This design comes from an exercise in tuning for small area, a short achievable clock period and few clock cycles on the open sky130 flow, not from production work.
Where RTL was checked, it was by simulation tests only, not by an equivalence proof against the original.

==> run a: inputs <==
==> flow/design.v <==
package tkst_pkg;
	localparam int TABLE_SIZE_DEF = 64;
	localparam int SCORE_W        = 32;
	localparam int RANK_W         = 6;
	localparam int COUNT_W        = 7;
endpackage
module tkst_ctrl #(
	parameter int W = 47
) (
	input  logic         clk,
	input  logic         arst_n,
	input  logic         push,
	input  logic [W-1:0] push_data,
	output logic         space,        
	output logic         out_valid,
	input  logic         out_ready,
	output logic [W-1:0] out_data
);
	logic         v0_q, v1_q;
	logic [W-1:0] d0_q, d1_q;
	logic         pop;
	assign pop       = v0_q && out_ready;
	assign space     = !v1_q;
	assign out_valid = v0_q;
	assign out_data  = d0_q;
	always_ff @(posedge clk or negedge arst_n) begin
		if (!arst_n) begin
			v0_q <= 1'b0;
			v1_q <= 1'b0;
		end else begin
			if (v1_q) begin
				if (pop) v1_q <= 1'b0;
			end else begin
				if (push && v0_q && !pop) v1_q <= 1'b1;
				else if (!push && pop)    v0_q <= 1'b0;
				else if (push)            v0_q <= 1'b1;
			end
		end
	end
	always_ff @(posedge clk) begin
		if (v1_q) begin
			if (pop) d0_q <= d1_q;
		end else if (push) begin
			if (!v0_q || pop) d0_q <= push_data;
			else              d1_q <= push_data;
		end
	end
endmodule
module tkst_dp #(
	parameter int N = 64
) (
	input  logic         clk,
	input  logic [31:0]  x_cmp,      
	input  logic         load_ins,   
	input  logic [6:0]   held_nxt,   
	input  logic [31:0]  x_ins,      
	input  logic [N-1:0] rd_sel,     
	output logic [31:0]  rd_data
);
	function automatic logic gt_s32n(input logic [31:0] a, input logic [31:0] nb);
		logic [31:0] g, p;
		logic [31:0] aa, bb;
		aa = {~a[31], a[30:0]};
		bb = {~nb[31], nb[30:0]};
		g = aa & bb;
		p = aa | bb;
		for (int w = 16; w >= 1; w = w / 2) begin
			for (int j = 0; j < w; j++) begin
				g[j] = g[2*j+1] | (p[2*j+1] & g[2*j]);
				p[j] = p[2*j+1] & p[2*j];
			end
		end
		gt_s32n = g[0];
	endfunction
	logic [31:0]  ntbl [N];    
	logic [31:0]  nx_ins;
	logic [N-1:0] take_new_q, take_up_q, keep_q;
	logic [N-1:0] cmp, gt1;
	logic         cmp_ins;
	assign nx_ins  = ~x_ins;
	assign cmp_ins = gt_s32n(x_cmp, nx_ins);
	for (genvar i = 0; i < N; i++) begin : g_slot
		logic [31:0] up;
		logic        cmp_up, gt_up, c_adj;
		if (i == 0) begin : g_first
			assign up     = '0;
			assign cmp_up = 1'b0;
			assign gt_up  = 1'b0;
		end else begin : g_rest
			assign up     = ntbl[i-1];
			assign cmp_up = cmp[i-1];
			assign gt_up  = gt1[i-1];
		end
		always_ff @(posedge clk) begin
			ntbl[i] <= ({32{take_new_q[i]}} & nx_ins) | ({32{take_up_q[i]}} & up)
			         | ({32{keep_q[i]}} & ntbl[i]);
		end
		assign cmp[i] = gt_s32n(x_cmp, ntbl[i]);
		assign c_adj  = (keep_q[i] & cmp[i]) | (take_up_q[i] & cmp_up) | (take_new_q[i] & cmp_ins);
		assign gt1[i] = (held_nxt <= 7'(i)) || c_adj;
		always_ff @(posedge clk) begin
			take_new_q[i] <= load_ins && gt1[i] && !gt_up;
			take_up_q[i]  <= load_ins && gt1[i] && gt_up;
			keep_q[i]     <= !(load_ins && gt1[i]);
		end
	end
	always_comb begin
		logic [31:0] acc;
		acc = '0;
		for (int i = 0; i < N; i++) acc = acc | ({32{rd_sel[i]}} & ntbl[i]);
		rd_data = ~acc;
	end
endmodule
module top_k_score_table #(
	parameter int TABLE_SIZE = 64
) (
	input  logic        clk,
	input  logic        arst_n,
	input  logic        s_tvalid,
	output logic        s_tready,
	input  logic [39:0] s_tdata,    
	input  logic [1:0]  s_tuser,    
	output logic        m_tvalid,
	input  logic        m_tready,
	output logic [47:0] m_tdata,    
	output logic [0:0]  m_tuser,    
	output logic        m_tlast     
);
	localparam int N = 64;
	localparam logic [1:0] OP_INSERT = 2'd0;
	localparam logic [1:0] OP_CLEAR  = 2'd1;
	localparam logic [1:0] OP_READ   = 2'd2;
	logic        v1_q;
	logic [1:0]  op1_q;
	logic [31:0] x1_q;
	logic [6:0]  cnt1_q;
	logic        v2_q;
	logic [31:0] x2_q;
	logic        ins_new_q;    
	logic        clr_new_q;    
	logic        rd_q;         
	logic        last_q;       
	logic [6:0]  rem_q;        
	logic [5:0]  k_q;          
	logic [N-1:0] oh_q;        
	logic [6:0]  held_q;
	logic [6:0]  held_nxt;
	logic        go;
	logic        push;
	logic [46:0] res;
	logic        done2, free2, load2, load_ins;
	logic [6:0]  n1;
	logic [31:0] rd_data;
	assign push     = v2_q && go;
	assign done2    = push && (!rd_q || last_q);
	assign free2    = !v2_q || done2;
	assign load2    = free2 && v1_q;
	assign load_ins = load2 && (op1_q == OP_INSERT);
	always_comb begin
		held_nxt = held_q;
		if (ins_new_q && held_q != 7'(N)) held_nxt = held_q + 7'd1;
		if (clr_new_q)                    held_nxt = 7'd0;
	end
	assign n1 = (cnt1_q < held_nxt) ? cnt1_q : held_nxt;
	assign res = {!rd_q || last_q, rd_q, held_nxt, rd_q ? k_q : 6'd0,
	              {32{rd_q}} & rd_data};
	always_ff @(posedge clk or negedge arst_n) begin
		if (!arst_n) begin
			held_q    <= '0;
			v2_q      <= 1'b0;
			v1_q      <= 1'b0;
			ins_new_q <= 1'b0;
			clr_new_q <= 1'b0;
			rd_q      <= 1'b0;
		end else begin
			held_q    <= held_nxt;
			ins_new_q <= load_ins;
			clr_new_q <= load2 && (op1_q == OP_CLEAR);
			if (free2) begin
				v2_q <= v1_q;
				rd_q <= v1_q && (op1_q == OP_READ) && (n1 != 7'd0);
			end
			if (s_tready) v1_q <= s_tvalid;
		end
	end
	always_ff @(posedge clk) begin
		if (free2) begin
			x2_q   <= x1_q;
			rem_q  <= n1;
			last_q <= (n1 == 7'd1);
			k_q    <= '0;
			oh_q   <= N'(1);
		end else if (push) begin
			rem_q  <= rem_q - 7'd1;
			last_q <= (rem_q == 7'd2);
			k_q    <= k_q + 6'd1;
			oh_q   <= {oh_q[N-2:0], 1'b0};
		end
		if (s_tready) begin
			op1_q  <= s_tuser;
			x1_q   <= s_tdata[31:0];
			cnt1_q <= s_tdata[38:32];
		end
	end
	assign s_tready = !v1_q || free2;
	tkst_dp #(.N(N)) u_dp (
		.clk      (clk),
		.x_cmp    (x1_q),
		.load_ins (load_ins),
		.held_nxt (held_nxt),
		.x_ins    (x2_q),
		.rd_sel   (oh_q),
		.rd_data  (rd_data)
	);
	logic [46:0] out_d;
	tkst_ctrl #(.W(47)) u_out (
		.clk       (clk),
		.arst_n    (arst_n),
		.push      (push),
		.push_data (res),
		.space     (go),
		.out_valid (m_tvalid),
		.out_ready (m_tready),
		.out_data  (out_d)
	);
	assign m_tlast    = out_d[46];
	assign m_tuser[0] = out_d[45];
	assign m_tdata    = {3'b000, out_d[44:0]};
endmodule
==> flow/run.sh <==
#!/bin/bash
# synth_recipe.tcl (not shown) runs the flow's synth.tcl, then flattens the netlist and writes it again
# the make line also repeats each setting of config.mk as NAME=value (left out here)
make -C /OpenROAD-flow-scripts/flow DESIGN_CONFIG=/design/flow/config.mk WORK_HOME=/design/flow/orfs CLKGATE_MAP_FILE= SYNTH_SCRIPT=/design/flow/synth_recipe.tcl finish
==> flow/config.mk <==
export PLATFORM = sky130hd
export DESIGN_NAME = top_k_score_table
export DESIGN_NICKNAME = top_k_score_table
export VERILOG_FILES = /design/flow/design.v
export SDC_FILE = /design/flow/constraint.sdc
export NUM_CORES = 4
export LEC_CHECK = 0
export CAP_MARGIN = 20
export CORE_MARGIN = 2
export CORE_UTILIZATION = 55
export SETUP_SLACK_MARGIN = 3.0
export SLEW_MARGIN = 20
==> flow/constraint.sdc <==
create_clock -name core_clock -period 6.0 [get_ports {clk}]
set_input_delay 1.2000 -clock core_clock [delete_from_list [all_inputs] [get_ports {clk}]]
set_output_delay 1.2000 -clock core_clock [all_outputs]
set_load 0.01 [all_outputs]
==> run b: changes against run a <==
--- a/flow/design.v
+++ b/flow/design.v
@@ -48,12 +48,15 @@
 endmodule
-module tkst_dp #(
-	parameter int N = 64
-) (
-	input  logic         clk,
-	input  logic [31:0]  x_cmp,      
-	input  logic         load_ins,   
-	input  logic [6:0]   held_nxt,   
-	input  logic [31:0]  x_ins,      
-	input  logic [N-1:0] rd_sel,     
-	output logic [31:0]  rd_data
+module tkst_slot (
+	input  logic        clk,
+	input  logic [31:0] x_cmp,      
+	input  logic        cmp_ins,    
+	input  logic        load_ins,   
+	input  logic        valid,      
+	input  logic [31:0] nx_ins,     
+	input  logic [31:0] up,         
+	input  logic        cmp_up,     
+	input  logic        gt_up,      
+	output logic [31:0] q,          
+	output logic        cmp,        
+	output logic        gt          
 );
@@ -74,40 +77,138 @@
 	endfunction
-	logic [31:0]  ntbl [N];    
-	logic [31:0]  nx_ins;
-	logic [N-1:0] take_new_q, take_up_q, keep_q;
-	logic [N-1:0] cmp, gt1;
-	logic         cmp_ins;
-	assign nx_ins  = ~x_ins;
-	assign cmp_ins = gt_s32n(x_cmp, nx_ins);
-	for (genvar i = 0; i < N; i++) begin : g_slot
-		logic [31:0] up;
-		logic        cmp_up, gt_up, c_adj;
-		if (i == 0) begin : g_first
-			assign up     = '0;
-			assign cmp_up = 1'b0;
-			assign gt_up  = 1'b0;
+	logic take_new_q, take_up_q, keep_q;
+	logic c_adj;
+	always_ff @(posedge clk) begin
+		q <= ({32{take_new_q}} & nx_ins) | ({32{take_up_q}} & up) | ({32{keep_q}} & q);
+	end
+	assign cmp   = gt_s32n(x_cmp, q);
+	assign c_adj = (keep_q & cmp) | (take_up_q & cmp_up) | (take_new_q & cmp_ins);
+	assign gt    = !valid || c_adj;
+	always_ff @(posedge clk) begin
+		take_new_q <= load_ins && gt && !gt_up;
+		take_up_q  <= load_ins && gt && gt_up;
+		keep_q     <= !(load_ins && gt);
+	end
+endmodule
+module tkst_pair (
+	input  logic        clk,
+	input  logic [31:0] x_cmp,
+	input  logic        cmp_ins,
+	input  logic        load_ins,
+	input  logic [1:0]  valid,
+	input  logic [31:0] nx_ins,
+	input  logic [31:0] up,
+	input  logic        cmp_up,
+	input  logic        gt_up,
+	input  logic [1:0]  rd_sel,
+	output logic [31:0] q,          
+	output logic        cmp,        
+	output logic        gt,         
+	output logic [31:0] rd_n
+);
+	logic [31:0] q0;
+	logic        cmp0, gt0;
+	tkst_slot u_s0 (
+		.clk (clk), .x_cmp (x_cmp), .cmp_ins (cmp_ins), .load_ins (load_ins),
+		.valid (valid[0]), .nx_ins (nx_ins), .up (up), .cmp_up (cmp_up), .gt_up (gt_up),
+		.q (q0), .cmp (cmp0), .gt (gt0)
+	);
+	tkst_slot u_s1 (
+		.clk (clk), .x_cmp (x_cmp), .cmp_ins (cmp_ins), .load_ins (load_ins),
+		.valid (valid[1]), .nx_ins (nx_ins), .up (q0), .cmp_up (cmp0), .gt_up (gt0),
+		.q (q), .cmp (cmp), .gt (gt)
+	);
+	assign rd_n = ({32{rd_sel[0]}} & q0) | ({32{rd_sel[1]}} & q);
+endmodule
+module tkst_grp (
+	input  logic        clk,
+	input  logic        load_x,     
+	input  logic [31:0] x_in,       
+	input  logic        cmp_ins,
+	input  logic        load_ins,
+	input  logic [7:0]  valid,
+	input  logic [31:0] nx_ins,
+	input  logic [31:0] up,
+	input  logic        cmp_up,
+	input  logic        gt_up,
+	input  logic [7:0]  rd_sel,
+	output logic [31:0] q,
+	output logic        cmp,
+	output logic        gt,
+	output logic [31:0] rd_n
+);
+	logic [31:0] x_q;           
+	logic [31:0] pq   [4];
+	logic        pcmp [4];
+	logic        pgt  [4];
+	logic [31:0] prd  [4];
+	always_ff @(posedge clk) begin
+		if (load_x) x_q <= x_in;
+	end
+	for (genvar j = 0; j < 4; j++) begin : g_p
+		tkst_pair u_pair (
+			.clk (clk), .x_cmp (x_q), .cmp_ins (cmp_ins), .load_ins (load_ins),
+			.valid (valid[2*j+1:2*j]), .nx_ins (nx_ins),
+			.up (j == 0 ? up : pq[j == 0 ? 0 : j-1]),
+			.cmp_up (j == 0 ? cmp_up : pcmp[j == 0 ? 0 : j-1]),
+			.gt_up (j == 0 ? gt_up : pgt[j == 0 ? 0 : j-1]),
+			.rd_sel (rd_sel[2*j+1:2*j]), .q (pq[j]), .cmp (pcmp[j]), .gt (pgt[j]), .rd_n (prd[j])
+		);
+	end
+	assign q    = pq[3];
+	assign cmp  = pcmp[3];
+	assign gt   = pgt[3];
+	assign rd_n = prd[0] | prd[1] | prd[2] | prd[3];
+endmodule
+module tkst_or4 (
+	input  logic [31:0] a, b, c, d,
+	output logic [31:0] y
+);
+	assign y = a | b | c | d;
+endmodule
+module tkst_dp #(
+	parameter int N = 64
+) (
+	input  logic         clk,
+	input  logic         load_x,     
+	input  logic [31:0]  x_in,       
+	input  logic         load_ins,   
+	input  logic [6:0]   held_q,     
+	input  logic         ins_new,    
+	input  logic         clr_new,    
+	input  logic [31:0]  x_ins,      
+	input  logic         cmp_ins,    
+	input  logic [N-1:0] rd_sel,     
+	output logic [31:0]  rd_data
+);
+	localparam int NG = N / 8;
+	logic [31:0]   nx_ins;
+	logic [N-1:0]  valid;
+	logic [NG-1:0] cmp, gt;
+	logic [31:0]   q    [NG];
+	logic [31:0]   rd_n [NG];
+	assign nx_ins = ~x_ins;
+	for (genvar i = 0; i < N; i++) begin : g_valid
+		assign valid[i] = !clr_new && ((held_q > 7'(i)) || (ins_new && held_q == 7'(i)));
+	end
+	for (genvar j = 0; j < NG; j++) begin : g_grp
+		if (j == 0) begin : g_first
+			tkst_grp u_grp (
+				.clk (clk), .load_x (load_x), .x_in (x_in), .cmp_ins (cmp_ins), .load_ins (load_ins),
+				.valid (valid[7:0]), .nx_ins (nx_ins), .up ('0), .cmp_up (1'b0), .gt_up (1'b0),
+				.rd_sel (rd_sel[7:0]), .q (q[0]), .cmp (cmp[0]), .gt (gt[0]), .rd_n (rd_n[0])
+			);
 		end else begin : g_rest
-			assign up     = ntbl[i-1];
-			assign cmp_up = cmp[i-1];
-			assign gt_up  = gt1[i-1];
-		end
-		always_ff @(posedge clk) begin
-			ntbl[i] <= ({32{take_new_q[i]}} & nx_ins) | ({32{take_up_q[i]}} & up)
-			         | ({32{keep_q[i]}} & ntbl[i]);
-		end
-		assign cmp[i] = gt_s32n(x_cmp, ntbl[i]);
-		assign c_adj  = (keep_q[i] & cmp[i]) | (take_up_q[i] & cmp_up) | (take_new_q[i] & cmp_ins);
-		assign gt1[i] = (held_nxt <= 7'(i)) || c_adj;
-		always_ff @(posedge clk) begin
-			take_new_q[i] <= load_ins && gt1[i] && !gt_up;
-			take_up_q[i]  <= load_ins && gt1[i] && gt_up;
-			keep_q[i]     <= !(load_ins && gt1[i]);
-		end
-	end
-	always_comb begin
-		logic [31:0] acc;
-		acc = '0;
-		for (int i = 0; i < N; i++) acc = acc | ({32{rd_sel[i]}} & ntbl[i]);
-		rd_data = ~acc;
-	end
+			tkst_grp u_grp (
+				.clk (clk), .load_x (load_x), .x_in (x_in), .cmp_ins (cmp_ins), .load_ins (load_ins),
+				.valid (valid[8*j+7:8*j]), .nx_ins (nx_ins), .up (q[j-1]), .cmp_up (cmp[j-1]),
+				.gt_up (gt[j-1]), .rd_sel (rd_sel[8*j+7:8*j]), .q (q[j]), .cmp (cmp[j]),
+				.gt (gt[j]), .rd_n (rd_n[j])
+			);
+		end
+	end
+	logic [31:0] l1 [2];
+	for (genvar j = 0; j < 2; j++) begin : g_l1
+		tkst_or4 u_or (.a (rd_n[4*j]), .b (rd_n[4*j+1]), .c (rd_n[4*j+2]), .d (rd_n[4*j+3]), .y (l1[j]));
+	end
+	assign rd_data = ~(l1[0] | l1[1]);
 endmodule
@@ -146,2 +247,3 @@
 	logic [6:0]  held_q;
+	logic [6:0]  held_p1_q;    
 	logic [6:0]  held_nxt;
@@ -153,2 +255,18 @@
 	logic [31:0] rd_data;
+	logic        cmp_ins_q;    
+	function automatic logic gt_s32n(input logic [31:0] a, input logic [31:0] nb);
+		logic [31:0] g, p;
+		logic [31:0] aa, bb;
+		aa = {~a[31], a[30:0]};
+		bb = {~nb[31], nb[30:0]};
+		g = aa & bb;
+		p = aa | bb;
+		for (int w = 16; w >= 1; w = w / 2) begin
+			for (int j = 0; j < w; j++) begin
+				g[j] = g[2*j+1] | (p[2*j+1] & g[2*j]);
+				p[j] = p[2*j+1] & p[2*j];
+			end
+		end
+		gt_s32n = g[0];
+	endfunction
 	assign push     = v2_q && go;
@@ -160,4 +278,4 @@
 		held_nxt = held_q;
-		if (ins_new_q && held_q != 7'(N)) held_nxt = held_q + 7'd1;
-		if (clr_new_q)                    held_nxt = 7'd0;
+		if (ins_new_q && !held_q[6]) held_nxt = held_p1_q;    
+		if (clr_new_q)               held_nxt = 7'd0;
 	end
@@ -169,2 +287,3 @@
 			held_q    <= '0;
+			held_p1_q <= 7'd1;
 			v2_q      <= 1'b0;
@@ -176,2 +295,3 @@
 			held_q    <= held_nxt;
+			held_p1_q <= held_nxt + 7'd1;
 			ins_new_q <= load_ins;
@@ -199,2 +319,3 @@
 		if (s_tready) begin
+			cmp_ins_q <= gt_s32n(s_tdata[31:0], ~x1_q);
 			op1_q  <= s_tuser;
@@ -207,6 +328,10 @@
 		.clk      (clk),
-		.x_cmp    (x1_q),
+		.load_x   (s_tready),
+		.x_in     (s_tdata[31:0]),
 		.load_ins (load_ins),
-		.held_nxt (held_nxt),
+		.held_q   (held_q),
+		.ins_new  (ins_new_q),
+		.clr_new  (clr_new_q),
 		.x_ins    (x2_q),
+		.cmp_ins  (cmp_ins_q),
 		.rd_sel   (oh_q),
- CELL_PAD_IN_SITES_DETAIL_PLACEMENT: unset -> 1
- CORE_UTILIZATION: 55 -> 30
- PLACE_DENSITY: unset -> 0.35
- SYNTH_HIERARCHICAL: unset -> 1
==> run c: changes against run a <==
--- a/flow/design.v
+++ b/flow/design.v
@@ -48,12 +48,15 @@
 endmodule
-module tkst_dp #(
-	parameter int N = 64
-) (
-	input  logic         clk,
-	input  logic [31:0]  x_cmp,      
-	input  logic         load_ins,   
-	input  logic [6:0]   held_nxt,   
-	input  logic [31:0]  x_ins,      
-	input  logic [N-1:0] rd_sel,     
-	output logic [31:0]  rd_data
+module tkst_slot (
+	input  logic        clk,
+	input  logic [31:0] x_cmp,      
+	input  logic        cmp_ins,    
+	input  logic        load_ins,   
+	input  logic        valid,      
+	input  logic [31:0] nx_ins,     
+	input  logic [31:0] up,         
+	input  logic        cmp_up,     
+	input  logic        gt_up,      
+	output logic [31:0] q,          
+	output logic        cmp,        
+	output logic        gt          
 );
@@ -74,7 +77,46 @@
 	endfunction
-	logic [31:0]  ntbl [N];    
+	logic take_new_q, take_up_q, keep_q;
+	logic c_adj;
+	always_ff @(posedge clk) begin
+		q <= ({32{take_new_q}} & nx_ins) | ({32{take_up_q}} & up) | ({32{keep_q}} & q);
+	end
+	assign cmp   = gt_s32n(x_cmp, q);
+	assign c_adj = (keep_q & cmp) | (take_up_q & cmp_up) | (take_new_q & cmp_ins);
+	assign gt    = !valid || c_adj;
+	always_ff @(posedge clk) begin
+		take_new_q <= load_ins && gt && !gt_up;
+		take_up_q  <= load_ins && gt && gt_up;
+		keep_q     <= !(load_ins && gt);
+	end
+endmodule
+module tkst_dp #(
+	parameter int N = 64
+) (
+	input  logic         clk,
+	input  logic [31:0]  x_cmp,      
+	input  logic         load_ins,   
+	input  logic [6:0]   held_nxt,   
+	input  logic [31:0]  x_ins,      
+	input  logic [N-1:0] rd_sel,     
+	output logic [31:0]  rd_data
+);
+	function automatic logic gt_s32n(input logic [31:0] a, input logic [31:0] nb);
+		logic [31:0] g, p;
+		logic [31:0] aa, bb;
+		aa = {~a[31], a[30:0]};
+		bb = {~nb[31], nb[30:0]};
+		g = aa & bb;
+		p = aa | bb;
+		for (int w = 16; w >= 1; w = w / 2) begin
+			for (int j = 0; j < w; j++) begin
+				g[j] = g[2*j+1] | (p[2*j+1] & g[2*j]);
+				p[j] = p[2*j+1] & p[2*j];
+			end
+		end
+		gt_s32n = g[0];
+	endfunction
 	logic [31:0]  nx_ins;
-	logic [N-1:0] take_new_q, take_up_q, keep_q;
-	logic [N-1:0] cmp, gt1;
 	logic         cmp_ins;
+	logic [N-1:0] cmp, gt, valid;
+	logic [31:0]  q    [N];
 	assign nx_ins  = ~x_ins;
@@ -82,32 +124,26 @@
 	for (genvar i = 0; i < N; i++) begin : g_slot
-		logic [31:0] up;
-		logic        cmp_up, gt_up, c_adj;
+		assign valid[i] = (held_nxt > 7'(i));
 		if (i == 0) begin : g_first
-			assign up     = '0;
-			assign cmp_up = 1'b0;
-			assign gt_up  = 1'b0;
+			tkst_slot u_slot (
+				.clk (clk), .x_cmp (x_cmp), .cmp_ins (cmp_ins), .load_ins (load_ins),
+				.valid (valid[i]), .nx_ins (nx_ins), .up ('0), .cmp_up (1'b0), .gt_up (1'b0),
+				.q (q[i]), .cmp (cmp[i]), .gt (gt[i])
+			);
 		end else begin : g_rest
-			assign up     = ntbl[i-1];
-			assign cmp_up = cmp[i-1];
-			assign gt_up  = gt1[i-1];
-		end
-		always_ff @(posedge clk) begin
-			ntbl[i] <= ({32{take_new_q[i]}} & nx_ins) | ({32{take_up_q[i]}} & up)
-			         | ({32{keep_q[i]}} & ntbl[i]);
-		end
-		assign cmp[i] = gt_s32n(x_cmp, ntbl[i]);
-		assign c_adj  = (keep_q[i] & cmp[i]) | (take_up_q[i] & cmp_up) | (take_new_q[i] & cmp_ins);
-		assign gt1[i] = (held_nxt <= 7'(i)) || c_adj;
-		always_ff @(posedge clk) begin
-			take_new_q[i] <= load_ins && gt1[i] && !gt_up;
-			take_up_q[i]  <= load_ins && gt1[i] && gt_up;
-			keep_q[i]     <= !(load_ins && gt1[i]);
-		end
-	end
-	always_comb begin
-		logic [31:0] acc;
-		acc = '0;
-		for (int i = 0; i < N; i++) acc = acc | ({32{rd_sel[i]}} & ntbl[i]);
-		rd_data = ~acc;
-	end
+			tkst_slot u_slot (
+				.clk (clk), .x_cmp (x_cmp), .cmp_ins (cmp_ins), .load_ins (load_ins),
+				.valid (valid[i]), .nx_ins (nx_ins), .up (q[i-1]), .cmp_up (cmp[i-1]),
+				.gt_up (gt[i-1]), .q (q[i]), .cmp (cmp[i]),
+				.gt (gt[i])
+			);
+		end
+	end
+	logic [31:0] lvl [2*N-1];
+	for (genvar i = 0; i < N; i++) begin : g_leaf
+		assign lvl[i] = {32{rd_sel[i]}} & q[i];
+	end
+	for (genvar j = 0; j < N - 1; j++) begin : g_node
+		assign lvl[N + j] = lvl[2*j] | lvl[2*j+1];
+	end
+	assign rd_data = ~lvl[2*N-2];
 endmodule
- CORE_UTILIZATION: 55 -> 45
- SYNTH_HIERARCHICAL: unset -> 1
==> notes <==
Synthesized cell count: run c < run b < run a.
Run b finished with timing, DRC and antenna clean. Run a never finished: it broke off in global routing. Run c never finished: it broke off in global routing.
Synthesized area: run b > run c > run a.
Testbench counts of run b, summed over its fixed seeds: cycles 18,906.
Testbench counts of run c, summed over its fixed seeds: cycles 18,906.
For run a, only the layout was checked, not whether the RTL still works.

static timing again, ports no longer ideal:
In the flow no input, the clock included, has a driving cell. The finished layout below was timed again as built, in two steps.
Step 1 sets driving cells, clkbuf_16 on the clock port and buf_2 on the other inputs (assumed; they add their load-dependent delay and slew).
Step 2 also shifts input and output timing later by t, the mid clock arrival at the registers, as if the neighbouring blocks saw the same clock.
Slacks: ideal ports / drivers / drivers and shift; pairs: ideal ports / drivers.
run: run b
t, ns: 1.151
setup WS [ns]: 2.664 / 2.522 / 2.312
latest minus earliest clock arrival (ns): 0.081 / 0.081
cell pins on the clock port's net: 1
After both steps setup and hold are still met in run b. The setup slack of run b moves by -0.142 ns with the drivers and by -0.352 ns with both steps.
